What follows belongs to an exercise in optimizing a design on an open flow for small area; a production flow would make more cautious choices.
In this exercise RTL edits were held to simulation tests only and were not proved equivalent to the original.
Power figures rest on the tool's default switching activity, not on a simulated workload.

## design/flow/flow/run.sh

```bash
#!/bin/bash
# Standard layout (the standard.sh, unchanged synthesis) with two
# placement/CTS settings changed:
#  - port buffers use buf_2 instead of the delay-cell default;
#  - CTS clusters more sinks per leaf buffer and inserts no dummy loads.
# Each tool's full output stays in orfs/logs/; make's own output in make.log.
set -euo pipefail
export BUFFER_PORTS_ARGS="-buffer_cell sky130_fd_sc_hd__buf_2"
export CTS_ARGS="-sink_clustering_enable -repair_clock_nets -dont_use_dummy_load -sink_clustering_size 20 -sink_clustering_max_diameter 80"
bash standard.sh finish > make.log 2>&1
```

## design/flow/standard.sh

```bash
#!/bin/bash
# synth_recipe.tcl (not shown) runs the flow's synth.tcl, then flattens the netlist and writes it again
# the make line also repeats each setting of config.mk as NAME=value (left out here)
make -C /OpenROAD-flow-scripts/flow DESIGN_CONFIG=/design/flow/config.mk WORK_HOME=/design/flow/orfs CLKGATE_MAP_FILE= SYNTH_SCRIPT=/design/flow/synth_recipe.tcl "${@:-finish}"
```

## design/flow/config.mk

```make
export PLATFORM = sky130hd
export DESIGN_NAME = grf_mp
export DESIGN_NICKNAME = grf_mp
export VERILOG_FILES = /design/flow/design.v
export SDC_FILE = /design/flow/constraint.sdc
export NUM_CORES = 4
export LEC_CHECK = 0
export ABC_CLOCK_PERIOD_IN_PS = 6000
export CAP_MARGIN = 20
export CORE_MARGIN = 2
export CORE_UTILIZATION = 35
export PLACE_DENSITY = 0.5
export SLEW_MARGIN = 20
export SYNTH_HIERARCHICAL = 1
export SYNTH_MINIMUM_KEEP_SIZE = 0
```

## design/flow/constraint.sdc

```tcl
create_clock -name core_clock -period 6.0 [get_ports {clk}]
set_input_delay 1.2000 -clock core_clock [delete_from_list [all_inputs] [get_ports {clk}]]
set_output_delay 1.2000 -clock core_clock [all_outputs]
set_load 0.01 [all_outputs]
```

## design/flow/design.v

```verilog
`default_nettype none
package grf_pkg;
  localparam int C_DATA_W = 32;
  localparam int C_DEPTH  = 32;
  localparam int C_NRD    = 2;
  typedef enum logic [0:0] {
    CLEAR = 1'b0,
    READY = 1'b1
  } grf_state_t;
  function automatic int grf_addr_w(input int depth);
    grf_addr_w = (depth > 2) ? $clog2(depth) : 1;
  endfunction
endpackage
`default_nettype wire
`default_nettype none
module grf_scoreboard
#(
  parameter int DEPTH = grf_pkg::C_DEPTH
) (
  input  logic [DEPTH-1:1] i_set,
  input  logic [DEPTH-1:1] i_hold,
  input  logic [DEPTH-1:1] i_pend,
  output logic [DEPTH-1:1] o_pend_nxt
);
  generate
    for (genvar r = 1; r < DEPTH; r++) begin : g_row
      grf_ao21 u_nxt (
        .a1(i_hold[r]), .a2(i_pend[r]), .b1(i_set[r]), .y(o_pend_nxt[r])
      );
    end
  endgenerate
endmodule
module grf_ao21 (
  input  logic a1, a2, b1,
  output logic y
);
  assign y = (a1 & a2) | b1;
endmodule
`default_nettype wire
`default_nettype none
module grf_mp
#(
  parameter  int DATA_W = grf_pkg::C_DATA_W,
  parameter  int DEPTH  = grf_pkg::C_DEPTH,
  parameter  int NRD    = grf_pkg::C_NRD,
  localparam int ADDR_W = grf_pkg::grf_addr_w(DEPTH)
) (
  input  logic                  clk,
  input  logic                  reset,
  output logic                  init_busy,
  input  logic                  we0,
  input  logic                  we1,
  input  logic [ADDR_W-1:0]     waddr0,
  input  logic [ADDR_W-1:0]     waddr1,
  input  logic [DATA_W-1:0]     wdata0,
  input  logic [DATA_W-1:0]     wdata1,
  input  logic [NRD*ADDR_W-1:0] raddr,
  output logic [NRD*DATA_W-1:0] rdata,
  output logic [NRD-1:0]        rpend,
  input  logic                  sb_set,
  input  logic [ADDR_W-1:0]     sb_addr
);
  localparam logic [ADDR_W-1:0] C_LAST = ADDR_W'(DEPTH - 1);
  localparam int NGRP = (DEPTH - 1 + 2) / 3;
  logic              r_ready;
  logic [ADDR_W-1:0] r_clr_cnt;
  logic              w_ready;
  always_ff @(posedge clk) begin
    if (!reset) begin
      r_ready   <= 1'b0;
      r_clr_cnt <= '0;
    end else begin
      r_ready   <= r_ready | (r_clr_cnt == C_LAST);
      r_clr_cnt <= r_clr_cnt + ADDR_W'(1);
    end
  end
  assign w_ready   = reset & r_ready;
  assign init_busy = ~w_ready;
  logic [DEPTH-1:1]             w_s0n, w_s1n, w_hold, w_sb;
  logic [DATA_W-1:0]            w_d0n, w_d1n;
  logic [DEPTH-1:1][DATA_W-1:0] r_mem, w_wr, w_nxt;
  logic [DEPTH-1:1]             r_pend, w_pend_nxt;
  assign w_d0n = ~wdata0;
  assign w_d1n = ~wdata1;
  generate
    for (genvar r = 1; r < DEPTH; r++) begin : g_row
      assign w_s1n[r]  = ~(w_ready & we1 & (waddr1 == ADDR_W'(r)));
      assign w_s0n[r]  = ~(w_ready & we0 & (waddr0 == ADDR_W'(r)) & w_s1n[r]);
      assign w_hold[r] = reset & w_s0n[r] & w_s1n[r];
      assign w_sb[r]   = w_ready & sb_set & (sb_addr == ADDR_W'(r));
      for (genvar b = 0; b < DATA_W; b++) begin : g_bit
        grf_oai22 u_wr (
          .a1(w_s1n[r]), .a2(w_d1n[b]),
          .b1(w_s0n[r]), .b2(w_d0n[b]),
          .y (w_wr[r][b])
        );
        grf_ao21 u_nxt (
          .a1(w_hold[r]), .a2(r_mem[r][b]), .b1(w_wr[r][b]),
          .y (w_nxt[r][b])
        );
      end
    end
  endgenerate
  always_ff @(posedge clk) begin
    r_mem  <= w_nxt;
    r_pend <= w_pend_nxt;
  end
  grf_scoreboard #(
    .DEPTH (DEPTH)
  ) u_scoreboard (
    .i_set      (w_sb),
    .i_hold     (w_hold),
    .i_pend     (r_pend),
    .o_pend_nxt (w_pend_nxt)
  );
  generate
    for (genvar k = 0; k < NRD; k++) begin : g_rd
      logic [ADDR_W-1:0] w_ra;
      logic [3*NGRP:1]   w_sel;
      assign w_ra = raddr[k*ADDR_W +: ADDR_W];
      for (genvar r = 1; r <= 3*NGRP; r++) begin : g_sel
        if (r < DEPTH) begin : g_on
          assign w_sel[r] = w_ready & (w_ra == ADDR_W'(r));
        end else begin : g_off
          assign w_sel[r] = 1'b0;
        end
      end
      for (genvar b = 0; b <= DATA_W; b++) begin : g_bit
        logic [3*NGRP:1] w_d;
        logic [NGRP-1:0] w_gn;    
        logic [(NGRP+3)/4-1:0] w_q;
        for (genvar r = 1; r <= 3*NGRP; r++) begin : g_d
          if (r >= DEPTH) begin : g_off
            assign w_d[r] = 1'b0;
          end else if (b < DATA_W) begin : g_m
            assign w_d[r] = r_mem[r][b];
          end else begin : g_p
            assign w_d[r] = r_pend[r];
          end
        end
        for (genvar g = 0; g < NGRP; g++) begin : g_grp
          if (3*g + 3 < DEPTH) begin : g_3
            grf_aoi222 u_g (
              .a1(w_sel[3*g+1]), .a2(w_d[3*g+1]),
              .b1(w_sel[3*g+2]), .b2(w_d[3*g+2]),
              .c1(w_sel[3*g+3]), .c2(w_d[3*g+3]),
              .y (w_gn[g])
            );
          end else if (3*g + 2 < DEPTH) begin : g_2
            grf_aoi22 u_g (
              .a1(w_sel[3*g+1]), .a2(w_d[3*g+1]),
              .b1(w_sel[3*g+2]), .b2(w_d[3*g+2]),
              .y (w_gn[g])
            );
          end else begin : g_1
            grf_nand #(.N(2)) u_g (
              .i({w_sel[3*g+1], w_d[3*g+1]}), .y(w_gn[g])
            );
          end
        end
        for (genvar q = 0; q < (NGRP+3)/4; q++) begin : g_quad
          localparam int W = (NGRP - 4*q < 4) ? NGRP - 4*q : 4;
          grf_nand #(.N(W)) u_q (.i(w_gn[4*q +: W]), .y(w_q[q]));
        end
        if (b < DATA_W) begin : g_out
          grf_or #(.N((NGRP+3)/4)) u_o (.i(w_q), .y(rdata[k*DATA_W + b]));
        end else begin : g_outp
          grf_or #(.N((NGRP+3)/4)) u_o (.i(w_q), .y(rpend[k]));
        end
      end
    end
  endgenerate
endmodule
module grf_oai22 (
  input  logic a1, a2, b1, b2,
  output logic y
);
  assign y = ~((a1 | a2) & (b1 | b2));
endmodule
module grf_aoi222 (
  input  logic a1, a2, b1, b2, c1, c2,
  output logic y
);
  assign y = ~((a1 & a2) | (b1 & b2) | (c1 & c2));
endmodule
module grf_aoi22 (
  input  logic a1, a2, b1, b2,
  output logic y
);
  assign y = ~((a1 & a2) | (b1 & b2));
endmodule
module grf_nand #(
  parameter int N = 4
) (
  input  logic [N-1:0] i,
  output logic         y
);
  assign y = ~&i;
endmodule
module grf_or #(
  parameter int N = 3
) (
  input  logic [N-1:0] i,
  output logic         y
);
  assign y = |i;
endmodule
`default_nettype wire
```

==> impl_results.md, run 1 <==
- Site row count: 131
- Synth Net Count: 4,518
- Fmax: 177 MHz
- M1 GR Usage: 0.504
- Crit-path slowest cell: nor2_4
- Vias per cell: 7.95
- Util after Layout: 0.408
- Post-CTS setup buffers: 0
- Synth cell types: 38
- CTS tree: built
- #FFs+latches synth: 1,029
- Met2 global-route usage: 0.544
- First-pass GRT wire length: 371 mm
- Final hold viol count: 0
- CP Buf/Inv Count: 3
- Avg Inst Size Synth: 10.2 um2
- Die width: 363 um
- # setup viols final: 0
- Die Span Y: 363 um
- Clk buf depth: 3
- Cells along the critical path: buf_2, and3b_1, nand3_1, nor2_4, buf_4, a222oi_1, nand4_1, or3_1, buf_2
- Worst clock skew: 59.5 ps
- Post-detailed-route count of antenna-violating nets: 0
- Critical Path RT: 4800 ps
- Register area share after synthesis: 0.458
- Min Tclk post-route: 5650 ps
- Iteration-0 DRC count of the detailed router: 10,900
- DRT Wirelength: 271 mm
- Run status: timing/DRC/antenna clean
- Iteration count of the initial detailed-routing pass: 13
- P per Cell Area: 228 mW/mm2
- Leakage power: 26.6 nW
- Cts hold-fix bufs: 0
- Tightest Pin Transition: 1270 ps
- CTS Buf Count: 61
- Asr flop ratio synth: 0
- Fin nets: 4,943
- Via count: 51,800
- Initial Utilization: 0.353
- Max_slew headroom: 0.152
- Family with the most delay on the worst path: simple AND/OR/NAND/NOR gates
- # DRC: 0
- Type of the worst setup path: input pin to output pin
- Met3 GRT Util: 0.143
- WL per Instance: 41.6 um
- Port bufs: 160
- H-tree Lvls: 2
- Cell mode on critical path: buf_2
- GRT busiest layer: met2
- Area delta synth->final: 15.6%
- Clock sink count: 1,029
- Largest area contributor in the netlist: dfxtp_1
- Post-Syn Area: 0.0450 mm2
- Max rail drop VDD: 0.000255 V
- CTS root buf: clkbuf_16
- Arrival time at the worst endpoint: 4450 ps
- Crit-path max FO: 20
- Pin count of the biggest net entering global routing: 35
- Initial antenna violation count: 6
- Max cap viols: 0
- CP Launch Type: input pin
- HPWL Detailed: 157 mm
- Number of synthesized flops with an enable pin: 0
- RSZ-0062 raised after global routing: false
- Period utilization: 0.942
- Total gr overflow: 0
- Synth Warn #: 7
- Core Area: 0.128 mm2
- HP Class: flop to flop
- Fraction of layout cells with a size suffix above 1: 0.130
- Cells after Synth: 4,422
- CP max stage delay: 1060 ps
- # IOs: 161
- Most used DFF post-synth: dfxtp_1
- Vias in the first global route: 48,400
- Worst skew pair latency: 770 ps
- Tot GR Track Use: 0.391
- Slew Limit Fails: 0
- RD Place Congestion: 0.936
- Crit. End Element: output pin
- Post-CTS sizing: 0
- Top cell type's share of synthesized area: 0.458
- Setup total negative slack: 0 ps
- Worst-path clk slew: 80 ps
- Area contributors post-synth: dfxtp_1 46%, a21o_1 17%, a222oi_1 15%, o22ai_1 14%, nand4_1 1.9%
- Die Area: 0.131 mm2
[synthesized netlist by cell type, types with 2 or more instances]
cell      count
a221oi_2     13
o22ai_1     992
dfxtp_1    1029
nand3_1     101
buf_6         2
and3_1       22
and4_1        2
and3b_1       3
or3_1        66
or2_2         3
and4b_1       3
and4bb_2      3
inv_1        64
nor2b_1       6
buf_4         4
and4b_2       3
buf_1         6
and2_1        8
a21o_1     1023
nand2b_1     23
a222oi_1    660
ha_1          2
nand2_1     108
nand4_1     136
clkbuf_1      7
nand2_4       6
nor2_1      102
nor2b_2       2
nand4b_1      4
buf_2        11
[final timing paths]
| check | startpoint | depth (start not counted) | slack [ps] | to |
|---|---|---|---|---|
| setup / recovery | raddr[9] | 9 | 350 | rdata[50] |
| hold / removal | r_clr_cnt[0] | 1 | 460 | r_clr_cnt[0] |
| setup reg to reg | r_ready | 7 | 2330 | r_mem[825] |
| hold reg to reg | r_clr_cnt[0] | 1 | 460 | r_clr_cnt[0] |
[where the power goes]
group | internal [W] | leakage (nW) | switching [W] | total [W]
Clock | 0.00179 | 0.752 | 0.00252 | 0.00432
Sequential | 0.00682 | 8.28 | 0.00000115 | 0.00683
Combinational | 0.000112 | 17.5 | 0.000604 | 0.000717
[Yosys stat by module, one instance, submodules excluded, a selection]
module,flops+latches,cells inside,copies in the design
grf_ao21,0,1,1023
grf_oai22,0,1,992
grf_aoi222,0,1,660
grf_mp,1029,1417,1
[cell type report]
cell class              instances  area, um2
fillers                     12600      75500
multi-input cells            3298      24800
repair buffers                392       2720
inverters                      65        244
clock buffers                  61       1530
diodes                          4       10.0
well taps                    1662       2080
flip-flops and latches       1029      20600
[layout by cell type, fill, tap and decap left out, types with 2 or more instances in the layout]
cell type	n
dfxtp_1	1029
a21o_1	1023
o22ai_1	992
a222oi_1	660
buf_4	217
buf_2	160
nand4_1	136
nand3_1	89
nand2_1	84
or3_1	66
nor2_4	62
clkbuf_16	61
inv_1	54
nor2_1	40
nand2_2	25
nand2b_2	17
a221oi_4	13
and3_2	13
nand3_2	12
inv_2	10
buf_12	10
and2_1	8
nor2b_1	6
nand2b_1	6
nand2_4	6
and3_4	5
diode_2	4
and3_1	4
nand4b_1	4
buf_8	4
or2_2	3
and3b_1	3
and4bb_2	3
and4b_2	3
and4b_1	3
and4_1	2
nor2b_2	2
ha_1	2
[stage by stage]
stage / setup WS, ps / area, um2 / power (W) / std cells / hold slack, ps
floorplan: 1500 / 45000 / 0.00726 / 4422 / 418
global placement: 701 / 50300 / 0.00766 / 6439 / 435
detailed placement: 725 / 50500 / 0.00766 / 6446 / 443
CTS: 715 / 52000 / 0.0118 / 6507 / 460
global route: 344 / 52000 / 0.0121 / 6507 / 475
finish: 345 / 52000 / 0.0119 / 6511 / 457
[state kept, by name, summed over array words and instances (netlist names)]
| register | cells |
|---|---|
| r_mem | 992 |
| r_ready | 1 |
| r_clr_cnt | 5 |
| r_pend | 31 |
[logic make-up (layout without fill, tap and decap cells)]
| group | after synthesis | count (layout) | share of synthesized area |
|---|---|---|---|
| AOI/OAI and AO/OA | 2688 | 2688 | 0.460 |
| DFF | 1029 | 1029 | 0.458 |
| and+or+nand+nor | 606 | 606 | 0.0726 |
| buffers and inverters | 95 | 518 | 0.00890 |
| adders and majority gates | 2 | 2 | 0.000556 |
| xor gates and xnor gates | 2 | 2 | 0.000389 |
| other | 0 | 4 | 0 |
[layer usage]
layer	wire [um]	up-vias	share of wire
li1	-	20400	-
met1	102000	25700	0.38
met2	108000	4618	0.40
met3	40400	1018	0.15
met4	20500	8	0.076
met5	145	-	0.00054
==> inputs of run 2 (changes only) <==
--- a/design/flow/flow/run.sh
+++ b/design/flow/flow/run.sh
@@ -7,4 +7,4 @@
 set -euo pipefail
 export BUFFER_PORTS_ARGS="-buffer_cell sky130_fd_sc_hd__buf_2"
-export CTS_ARGS="-sink_clustering_enable -repair_clock_nets -dont_use_dummy_load -sink_clustering_size 20 -sink_clustering_max_diameter 80"
+export CTS_ARGS="-sink_clustering_enable -repair_clock_nets -dont_use_dummy_load -sink_clustering_size 26 -sink_clustering_max_diameter 100"
 bash standard.sh finish > make.log 2>&1
==> run 2 against run 1 <==
  * Still clean
  * Count of clock-buffer cells in the layout is 13 lower
  * First-iteration DRC count is 2.1% lower
  * Clock skew is 17 ps lower
  * Sequential cell count stayed put
  * Fmax is 0.17% lower
  * Final cell count is 0.18% lower
  * Clock power is 11% lower
  * Area after synthesis stayed put
  * Core utilization is 0.24 points lower
  * Wire length is 0.41% lower
  * Critical path type unchanged
==> impl_results.md, run 2 <==
- H-tree Lvls: 2 (unchanged)
- # IOs: 161 (unchanged)
- RSZ-0062 raised after global routing: false (unchanged)
- Period utilization: 0.944 (was 0.942)
- Die Area: 0.131 mm2 (unchanged)
- Asr flop ratio synth: 0 (unchanged)
- Run status: timing/DRC/antenna clean (unchanged)
- Hold path endpoint: r_clr_cnt[0] (unchanged)
- Leakage power: 26.4 nW (was 26.6 nW)
- Synth Warn #: 7 (unchanged)
- Avg Inst Size Synth: 10.2 um2 (unchanged)
- DRT Wirelength: 270 mm (was 271 mm)
- #FFs+latches synth: 1,029 (unchanged)
- Cells along the critical path: buf_2, and3b_1, nand3_1, nor2_4, buf_4, a222oi_1, nand4_1, or3_1, buf_2 (unchanged)
- Post-CTS setup buffers: 0 (unchanged)
- Fraction of layout cells with a size suffix above 1: 0.128 (was 0.130)
- Slew Limit Fails: 0 (unchanged)
- Crit-path max FO: 20 (unchanged)
- Compound-cell area share of the yosys netlist: 0.460 (unchanged)
- Clk buf depth: 3 (unchanged)
- Cts hold-fix bufs: 0 (unchanged)
- Area delta synth->final: 14.9% (was 15.6%)
- Register area share after synthesis: 0.458 (unchanged)
- Vias per cell: 7.94 (was 7.95)
- Reg with most FFs: r_mem (unchanged)
- Top cell type's share of synthesized area: 0.458 (unchanged)
- Reg2reg end: r_mem[826] (was r_mem[825])
- CP Depth: 9 (unchanged)
- Number of synthesized flops with an enable pin: 0 (unchanged)
- Core Area: 0.128 mm2 (unchanged)
- Tightest Pin Transition: 1240 ps (was 1270 ps)
- Initial Utilization: 0.353 (unchanged)
- Hold depth: 1 (unchanged)
- Die width: 363 um (unchanged)
- HP Class: flop to flop (unchanged)
- Family with the most delay on the worst path: simple AND/OR/NAND/NOR gates (unchanged)
- CTS tree: built (unchanged)
- Post-Syn Area: 0.0450 mm2 (unchanged)
- Synth cell types: 38 (unchanged)
- Commonest non-fill, non-tap cell in the layout: dfxtp_1 (unchanged)
- Tot GR Track Use: 0.390 (was 0.391)
- Setup slack, reg-to-reg: 2330 ps (about the same)
- RD Place Congestion: 0.936 (unchanged)
- # setup viols final: 0 (unchanged)
- Critical Path RT: 4800 ps (about the same)
- Synth Area in Adders: 0.000556 (unchanged)
- RR Startpoint: r_ready (unchanged)
- Worst-path clk slew: 100 ps (was 80 ps)
- Total power: 0.0114 W (was 0.0119 W)
- Site row count: 131 (unchanged)
- Via count: 51,600 (was 51,800)
- Clock sink count: 1,029 (unchanged)
- Most used DFF post-synth: dfxtp_1 (unchanged)
- CP Buf/Inv Count: 3 (unchanged)
- Util after Layout: 0.405 (was 0.408)
- Crit-path slowest cell: nor2_4 (unchanged)
- HPWL Detailed: 157 mm (unchanged)
- Pin count of the biggest net entering global routing: 35 (unchanged)
- CTS Buf Count: 48 (was 61)
- Arrival time at the worst endpoint: 4460 ps (was 4450 ps)
- CP Launch Type: input pin (unchanged)
- Top-count cell post-synth: dfxtp_1 (unchanged)
- Mux contribution to synthesized area: 0 (unchanged)
- Post-Synth XOR/XNOR Area: 0.000389 (unchanged)
- Post-CTS sizing: 0 (unchanged)
- Synth Net Count: 4,518 (unchanged)
- Cell mode on critical path: buf_2 (unchanged)
- Total gr overflow: 0 (unchanged)
- Largest family of logic cells by synthesized area: compound AO/OA/AOI/OAI gates (unchanged)
- # DRC: 0 (unchanged)
- Final std cells w/o fill: 6,499 (was 6,511)
- Fin nets: 4,931 (was 4,943)
- Worst skew pair latency: 700 ps (was 770 ps)
- Max rail drop VDD: 0.000215 V (was 0.000255 V)
- Max cap viols: 0 (unchanged)
- First-pass GRT wire length: 370 mm (was 371 mm)
- Largest area contributor in the netlist: dfxtp_1 (unchanged)
- Filler cell count: 12,600 (about the same)
- Hold Startpoint: r_clr_cnt[0] (unchanged)
- Max_slew headroom: 0.169 (was 0.152)
- Area contributors post-synth: dfxtp_1 46%, a21o_1 17%, a222oi_1 15%, o22ai_1 14%, nand4_1 1.9% (unchanged)
- Crit. End Element: output pin (unchanged)
- Fmax: 177 MHz (about the same)
- Max reg flops: 992 (unchanged)
- Worst clock skew: 42.6 ps (was 59.5 ps)
- Regs by FF count: r_mem x992, r_pend x31, r_clr_cnt x5 (unchanged)
- CTS root buf: clkbuf_16 (unchanged)
- Vias in the first global route: 48,200 (was 48,400)
- Type of the worst setup path: input pin to output pin (unchanged)
- WL per Instance: 41.5 um (was 41.6 um)
- Most frequent cells in the layout: 1,029 x dfxtp_1, 1,023 x a21o_1, 992 x o22ai_1, 660 x a222oi_1, 217 x buf_4 (unchanged)
- Synth top cells by count: 1,029 x dfxtp_1, 1,023 x a21o_1, 992 x o22ai_1 (unchanged)
- Cells after Synth: 4,422 (unchanged)
- Iteration-0 DRC count of the detailed router: 10,600 (was 10,900)
- Min Tclk post-route: 5660 ps (was 5650 ps)
- Iteration count of the initial detailed-routing pass: 14 (was 13)
- R2r worst-path depth: 7 (unchanged)
- Setup total negative slack: 0 ps (unchanged)
- Initial antenna violation count: 5 (was 6)
- CP max stage delay: 1050 ps (was 1060 ps)
- Final hold viol count: 0 (unchanged)
- Placed cell count: 6,446 (unchanged)
- Worst Setup SP: raddr[9] (unchanged)
- Port bufs: 160 (unchanged)
- Simple-Gate Fraction of Synth Area: 0.0726 (unchanged)
- Post-detailed-route count of antenna-violating nets: 0 (unchanged)
- Die Span Y: 363 um (unchanged)
- P per Cell Area: 221 mW/mm2 (was 228 mW/mm2)
[run 2: kinds of logic after synthesis]
group,Yosys count
compound gates,2688
xor+xnor,2
fa+ha+maj,2
buf+inv,95
flops,1029
simple gates,606
[run 2: metrics by stage]
step,worst slack (ps),hold WS (ps),instance area (um2)
2_1_floorplan,1500,418,45000
3_3_place_gp,701,435,50300
3_5_place_dp,725,443,50500
4_1_cts,715,462,51700
5_1_grt,371,479,51700
6_report,336,459,51700
[run 2: worst max-delay path by stage]
| stage | to | slack [ps] |
|---|---|---|
| global placement | rdata[50] | 700 |
| global route | rdata[50] | 370 |
| finish | rdata[50] | 340 |
| CTS | rdata[50] | 720 |
| floorplan | rdata[32] | 1500 |
| detailed placement | rdata[50] | 730 |
[run 2: per-layer routing]
metal,global-route usage,wire [um],share of wire
met2,0.545,107000,0.40
met5,0.0163,246,0.00091
met1,0.505,102000,0.38
met4,0.246,20200,0.075
met3,0.138,39800,0.15
[run 2: area by class of cell]
cell class              count  area, um2  share of cell area
well taps                1662       2080              0.0402
flip-flops and latches   1029      20600               0.398
clock buffers              48       1200              0.0232
multi-input cells        3298      24800               0.480
diodes                      4       10.0            0.000194
repair buffers            393       2740              0.0530
inverters                  65        244             0.00472
[run 2: Yosys stat by module, one instance, submodules excluded, a selection]
module	cell area, um2	copies in the design	cells
grf_ao21	7.51	1023	1
grf_aoi222	10.0	660	1
grf_mp	22700	1	1417
grf_oai22	6.26	992	1
[run 2: report_power, final]
part           internal [W]  switching [W]
logic              0.000114       0.000603
registers           0.00683     0.00000115
clock network       0.00144        0.00242
==> inputs of run 3 (changes only) <==
--- a/design/flow/config.mk
+++ b/design/flow/config.mk
@@ -7,9 +7,9 @@
 export LEC_CHECK = 0
 export ABC_CLOCK_PERIOD_IN_PS = 6000
-export CAP_MARGIN = 20
+export CAP_MARGIN = 10
 export CORE_MARGIN = 2
-export CORE_UTILIZATION = 35
-export PLACE_DENSITY = 0.5
-export SLEW_MARGIN = 20
+export CORE_UTILIZATION = 45
+export PLACE_DENSITY = 0.6
+export SLEW_MARGIN = 10
 export SYNTH_HIERARCHICAL = 1
 export SYNTH_MINIMUM_KEEP_SIZE = 0
==> run 3 against run 2 <==
  * Still clean
  * Clock skew is 2.1 ps lower
  * Final area is 0.86% lower
  * Sequential cell count stayed put
  * Area after synthesis stayed put
  * Sequential power hardly changed
  * First-iteration DRC count is 14% higher
  * Setup slack worse by 17 ps
  * Register-to-register slack worse by 420 ps
  * Fmax is 0.31% lower
  * Sequential share of layout area is 0.35 points higher
  * Critical endpoint unchanged
  * Highest routed layer unchanged
==> impl_results.md, run 3 <==
- Commonest non-fill, non-tap cell in the layout: dfxtp_1 (unchanged)
- Post-CTS setup buffers: 0 (unchanged)
- RSZ-0062 raised after global routing: false (unchanged)
- Cts hold-fix bufs: 0 (unchanged)
- CP Buf/Inv Count: 2 (was 3)
- Worst-path clk slew: 100 ps (about the same)
- Final hold viol count: 0 (unchanged)
- Cells along the critical path: and3_1, nand2_1, nor2_4, buf_4, a222oi_1, nand3_1, or3_1, buf_2 (was buf_2, and3b_1, nand3_1, nor2_4, buf_4, a222oi_1, nand4_1, or3_1, buf_2)
- Fin nets: 4,917 (was 4,931)
- Site row count: 115 (was 131)
- Number of synthesized flops with an enable pin: 0 (unchanged)
- Setup total negative slack: 0 ps (unchanged)
- Post-detailed-route count of antenna-violating nets: 0 (unchanged)
- Register area share after synthesis: 0.458 (unchanged)
- HP Class: flop to flop (unchanged)
- Top-count cell post-synth: dfxtp_1 (unchanged)
- Area contributors post-synth: dfxtp_1 46%, a21o_1 17%, a222oi_1 15%, o22ai_1 14%, nand4_1 1.9% (unchanged)
- Type of the worst setup path: flop to output pin (was input pin to output pin)
- DP Area: 0.0500 mm2 (was 0.0505 mm2)
- Asr flop ratio synth: 0 (unchanged)
- # DRC: 0 (unchanged)
- Avg Inst Size Synth: 10.2 um2 (unchanged)
- HPWL Detailed: 143 mm (was 157 mm)
- Final instance area: 0.0513 mm2 (was 0.0517 mm2)
- Regs by FF count: r_mem x992, r_pend x31, r_clr_cnt x5 (unchanged)
- Top cell type's share of synthesized area: 0.458 (unchanged)
- Reg with most FFs: r_mem (unchanged)
- Slew Limit Fails: 0 (unchanged)
- Clock sink count: 1,029 (unchanged)
- Min Tclk post-route: 5680 ps (was 5660 ps)
- Crit-path slowest cell: nor2_4 (unchanged)
- Iteration-0 DRC count of the detailed router: 12,100 (was 10,600)
- CP max stage delay: 990 ps (was 1050 ps)
- Synth Warn #: 7 (unchanged)
- H-tree Lvls: 2 (unchanged)
- CP Launch Type: flop (was input pin)
- Arrival time at the worst endpoint: 4480 ps (was 4460 ps)
- Largest area contributor in the netlist: dfxtp_1 (unchanged)
- Post-Syn Area: 0.0450 mm2 (unchanged)
- Via count: 52,300 (was 51,600)
- Most used DFF post-synth: dfxtp_1 (unchanged)
- WL per Instance: 41.1 um (was 41.5 um)
- Family with the most delay on the worst path: simple AND/OR/NAND/NOR gates (unchanged)
- Die Area: 0.103 mm2 (was 0.131 mm2)
- Synth Net Count: 4,518 (unchanged)
- # IOs: 161 (unchanged)
- Placement Setup Slack: 905 ps (was 725 ps)
- Post-CTS sizing: 0 (unchanged)
- # setup viols final: 0 (unchanged)
- Tot GR Track Use: 0.465 (was 0.390)
- Critical Path RT: 4800 ps (about the same)
- Max_slew headroom: 0.0653 (was 0.169)
- Run status: timing/DRC/antenna clean (unchanged)
- P per Cell Area: 220 mW/mm2 (was 221 mW/mm2)
- CTS Buf Count: 46 (was 48)
- Total gr overflow: 0 (unchanged)
- Setup ws final: 318 ps (was 336 ps)
- Fraction of layout cells with a size suffix above 1: 0.123 (was 0.128)
- Max cap viols: 0 (unchanged)
- Max rail drop VDD: 0.000236 V (was 0.000215 V)
- Max reg flops: 992 (unchanged)
- Pin count of the biggest net entering global routing: 35 (unchanged)
- Port bufs: 160 (unchanged)
- Core Area: 0.0987 mm2 (was 0.128 mm2)
- Iteration count of the initial detailed-routing pass: 14 (unchanged)
- Initial antenna violation count: 19 (was 5)
- Area delta synth->final: 13.9% (was 14.9%)
- Clk buf depth: 3 (unchanged)
- DRT Wirelength: 252 mm (was 270 mm)
- RD Place Congestion: 0.969 (was 0.936)
- CTS tree: built (unchanged)
- Die width: 320 um (was 363 um)
- Synth top cells by count: 1,029 x dfxtp_1, 1,023 x a21o_1, 992 x o22ai_1 (unchanged)
- Die Span Y: 320 um (was 363 um)
- First-pass GRT wire length: 350 mm (was 370 mm)
- Tightest Pin Transition: 1400 ps (was 1240 ps)
- CTS root buf: clkbuf_16 (unchanged)
- Crit. End Element: output pin (unchanged)
- Worst clock skew: 40.5 ps (was 42.6 ps)
- Vias per cell: 8.54 (was 7.94)
- Leakage power: 26.4 nW (about the same)
- Total power: 0.0113 W (was 0.0114 W)
- Crit-path max FO: 23 (was 20)
- Period utilization: 0.947 (was 0.944)
- Worst skew pair latency: 710 ps (was 700 ps)
- Initial Utilization: 0.456 (was 0.353)
- Most frequent cells in the layout: 1,029 x dfxtp_1, 1,023 x a21o_1, 992 x o22ai_1, 660 x a222oi_1, 195 x buf_4 (was 1,029 x dfxtp_1, 1,023 x a21o_1, 992 x o22ai_1, 660 x a222oi_1, 217 x buf_4)
- Vias in the first global route: 48,300 (was 48,200)
- Fmax: 176 MHz (was 177 MHz)
- #FFs+latches synth: 1,029 (unchanged)
- Synth cell types: 38 (unchanged)
- Cells after Synth: 4,422 (unchanged)
## run 3: cell count changes in the layout (fill, tap and decap cells not counted), moves of 9 or more
| cell | previous run | this run |
|---|---|---|
| buf_4 | 217 | 195 |
| inv_1 | 54 | 64 |
| inv_2 | 10 | 1 |
| buf_12 | 11 | 24 |
| diode_2 | 4 | 14 |
## run 3: kinds of logic (layout without fill, tap and decap cells)
| logic type | Yosys count | in the layout | synth area share |
|---|---|---|---|
| AOI/OAI and AO/OA | 2688 | 2688 | 0.460 |
| DFF | 1029 | 1029 | 0.458 |
| and+or+nand+nor | 606 | 606 | 0.0726 |
| buffers and inverters | 95 | 492 | 0.00890 |
| adders and majority gates | 2 | 2 | 0.000556 |
| xor gates and xnor gates | 2 | 2 | 0.000389 |
| other | 0 | 14 | 0 |
## run 3: worst paths after layout
path	from	endpoint	slack, ps	cells past startpoint
setup / recovery	r_ready	rdata[50]	320	8
hold / removal	r_clr_cnt[0]	r_clr_cnt[0]	470	1
setup reg to reg	r_ready	r_mem[912]	1910	7
hold reg to reg	r_clr_cnt[0]	r_clr_cnt[0]	470	1
## run 3: through the flow
stage               utilization  instances  hold slack [ps]
detailed placement        0.506       6057              443
global placement          0.506       6057              431
floorplan                     -       4422              418
CTS                       0.518       6103              461
finish                    0.519       6120              470
global route              0.519       6106              478
## run 3: report_power, final
group	switching (W)	total, W	leakage (nW)	internal (W)
Clock	0.00236	0.00374	0.567	0.00138
Combinational	0.000587	0.000693	17.5	0.000106
Sequential	0.00000132	0.00683	8.28	0.00683
## run 3: modules after synthesis (local to each module, per instance), a selection
module,cells inside,cell area [um2],flip-flops and latches
grf_mp,1417,22700,1029
grf_aoi222,1,10.0,0
grf_ao21,1,7.51,0
grf_oai22,1,6.26,0
## run 3: routing by layer
layer	vias to the layer above	GRT usage	share of wire	wire length [um]
met1	25300	0.579	0.35	88800
met3	1424	0.199	0.17	42700
met2	5130	0.633	0.38	96900
met5	-	0.0147	0.0016	396
li1	20400	-	-	-
met4	25	0.345	0.091	23000
## run 3: area by class of cell
type                    instances  area [um2]
clock buffers                  46        1150
diodes                         14        35.0
inverters                      65         244
repair buffers                381        2800
flip-flops and latches       1029       20600
fillers                      9154       47500
multi-input cells            3298       24800
well taps                    1287        1610

[what the ideal ports hide]
Ports are ideal in the flow. The routed layouts listed here were re-timed in OpenROAD.
Step 1 sets driving cells, clkbuf_16 on the clock port and buf_2 on the other inputs (assumed; they add their load-dependent delay and slew).
Step 2 also shifts input and output timing later by t, the mid clock arrival at the registers, as if the neighbouring blocks saw the same clock.
Three values: ideal, step 1, step 2; two values: the first two.
run | t (ns) | setup WS [ns] | worst setup path after step 2 | clock arrival spread, ns | cell pins on the clock port's net
run 1 | 0.803 | 0.345 / 0.317 / 0.317 | input to output | 0.095 / 0.094 | 1
run 2 | 0.766 | 0.336 / 0.307 / 0.307 | input to output | 0.068 / 0.068 | 1
run 3 | 0.772 | 0.318 / 0.235 / 0.472 | input to output | 0.050 / 0.051 | 1
After both steps setup and hold are still met in every run listed. The setup slack of run 2, which loses most, moves by -0.029 ns with the drivers and by -0.029 ns with both steps.
